From an optimization exercise on the open Yosys and OpenROAD flow, aimed at small area; shortcuts taken in it are not production practice.
Function was checked by simulation only, so behaviour that the tests miss may differ from the original.
Power is estimated from default activity; no workload was simulated. The clock port is modelled as an ideal driver; clocking choices that lean on that would not hold on a real chip.

## fifo_ctl_top
module fifo_ctl_top #(
    parameter logic [7:0]  DEVICE_ID     = 8'h5a,
    parameter logic [7:0]  VERSION_MAJOR = 8'h02,
    parameter logic [7:0]  VERSION_MINOR = 8'h07,
    parameter logic [31:0] CUSTOM_VALUE  = 32'hc0de_1234,
    parameter int          FIFO_DEPTH    = 16
) (
    input  logic                clk,
    input  logic                rst,
    input  com_pkg::link_word_t i_host_word,      
    input  logic                i_host_valid,
    input  logic                i_host_ready,
    output com_pkg::link_word_t o_host_word,      
    output logic                o_host_valid,
    output com_pkg::tlp_beat_t  o_tlp_tx,         
    output logic                o_tlp_tx_valid,
    input  com_pkg::tlp_beat_t  i_tlp_rx,         
    input  logic                i_tlp_rx_valid,
    output logic                o_tlp_rx_rd_en
);
Size in the first run: roughly 4400 cells after synthesis, about 1600 flip-flops, about 0.064 sq mm of cells after synthesis.
export LEC_CHECK = 0
export CAP_MARGIN = 20
export CORE_MARGIN = 2
export CORE_UTILIZATION = 75
export SLEW_MARGIN = 20
create_clock -name core_clock -period 6.5 [get_ports {clk}]
standard.sh (not shown) runs the stock make flow with config.mk's settings and CLKGATE_MAP_FILE= SYNTH_SCRIPT=/design/flow/synth_recipe.tcl, a recipe that flattens the netlist after the stock synthesis.
==> flow/flow/run.sh <==
#!/bin/bash
set -euo pipefail
export CTS_ARGS="-sink_clustering_enable -repair_clock_nets -dont_use_dummy_load -sink_clustering_size 30 -sink_clustering_max_diameter 85 -buf_list sky130_fd_sc_hd__clkbuf_16"
export BUFFER_PORTS_ARGS="-buffer_cell sky130_fd_sc_hd__buf_1"
bash standard.sh > standard.log 2>&1
Then changed:
==> flow/flow/run.sh (replaced) <==
#!/bin/bash
set -euo pipefail
export CTS_ARGS="-sink_clustering_enable -repair_clock_nets -dont_use_dummy_load -sink_clustering_size 24 -sink_clustering_max_diameter 80 -buf_list sky130_fd_sc_hd__clkbuf_16"
export BUFFER_PORTS_ARGS="-buffer_cell sky130_fd_sc_hd__buf_1"
bash standard.sh > standard.log 2>&1
Settings changed: CORE_UTILIZATION 75 to 60.
The new run completed without violations.
Cell count is higher by a few percent.
Clock skew is about the same.
Hold slack gets better by 3.3 ps.
Sequential share of layout area drops by 0.88 points.
Sequential power barely changes.
Setup slack gets worse by 300 ps.
Register-to-register slack degrades by 300 ps.
Power is higher by a few percent.
Final area is higher slightly.
Then changed:
==> flow/flow/run.sh (replaced) <==
#!/bin/bash
set -euo pipefail
export CTS_ARGS="-sink_clustering_enable -repair_clock_nets -dont_use_dummy_load -sink_clustering_size 28 -sink_clustering_max_diameter 75 -buf_list sky130_fd_sc_hd__clkbuf_16"
export BUFFER_PORTS_ARGS="-buffer_cell sky130_fd_sc_hd__buf_1"
bash standard.sh > standard.log 2>&1
Settings changed: CORE_UTILIZATION 60 to 80.
After rerunning: Synthesized area stays the same; final area drops by about 1%; power drops by 0.92%; worst setup slack improved by 430 ps.

---

Setup of the baseline:
fifo_ctl_top, a different RTL version from the one above (not shown whole).
Size in the first run: about 4400 cells after synthesis, roughly 1600 flip-flops, about 64000 um^2 of cells after synthesis.
Settings: LEC_CHECK=0, CAP_MARGIN=20, CORE_MARGIN=2, CORE_UTILIZATION=60, SLEW_MARGIN=20; clock period 6.5 ns.
==> flow/flow/run.sh <==
#!/bin/bash
set -euo pipefail
export CTS_ARGS="-sink_clustering_enable -repair_clock_nets -dont_use_dummy_load -sink_clustering_size 24 -sink_clustering_max_diameter 80 -buf_list sky130_fd_sc_hd__clkbuf_16"
export BUFFER_PORTS_ARGS="-buffer_cell sky130_fd_sc_hd__buf_1"
bash standard.sh > standard.log 2>&1
The baseline finished every step from synthesis to the final layout, and the layout passed the timing, DRC and antenna checks.
### the baseline -> the candidate
==> flow/run.sh (new file) <==
#!/bin/bash
# synth_recipe.tcl (not shown) runs the flow's synth.tcl, then flattens the netlist and writes it again
# the make line also repeats each setting of config.mk as NAME=value (left out here)
make -C /OpenROAD-flow-scripts/flow DESIGN_CONFIG=/design/flow/config.mk WORK_HOME=/design/flow/orfs CLKGATE_MAP_FILE= SYNTH_SCRIPT=/design/flow/synth_recipe.tcl finish
diff --git a/flow/config.mk b/flow/config.mk
--- a/flow/config.mk
+++ b/flow/config.mk
@@ -10 +10 @@
-export CORE_UTILIZATION = 60
+export CORE_UTILIZATION = 40
removed: flow/flow/run.sh
removed: flow/standard.sh
==> comparison <==
- The baseline → the candidate: count of H-tree levels built during CTS rose by 1; fraction of power spent switching nets fell by 1.6 points; iteration-0 DRC count of the detailed router rose by 98.
- Total number of vias delta (the candidate − the baseline): unfavourable
- End of the critical path = resp_fifo.mem[1][16]: the baseline; end of the critical path = cmd_fifo.mem[5][7]: the candidate
- Sort the baseline and the candidate by relative contribution of sequential cells to total power desc -> top: the baseline

## static timing again, ports no longer ideal
Ports are ideal in the flow. The routed layouts listed here were re-timed in OpenROAD.
Step 1 assumes that a clkbuf_16 drives the clock port and a buf_2 every other input.
Step 2 also shifts input and output timing later by t, the mid clock arrival at the registers, as if the neighbouring blocks saw the same clock.
a / b / c = no drivers / after step 1 / after step 2; a / b = the first two.
run	t, ns	setup slack, ns	cell pins on the clock port's net
the first run of note 1	0.752	1.271 / 1.271 / 0.917	1
the second run of note 1	0.732	0.968 / 0.968 / 0.785	1
the third run of note 1	0.716	1.397 / 1.397 / 0.774	1
the baseline	0.734	1.373 / 1.373 / 0.886	1
the candidate	0.877	1.387 / 1.387 / 1.095	1
After both steps setup and hold are still met in every run listed. For the third run of note 1, which loses most, drivers alone change the setup slack by 0.000 ns; drivers and shift together by -0.623 ns.
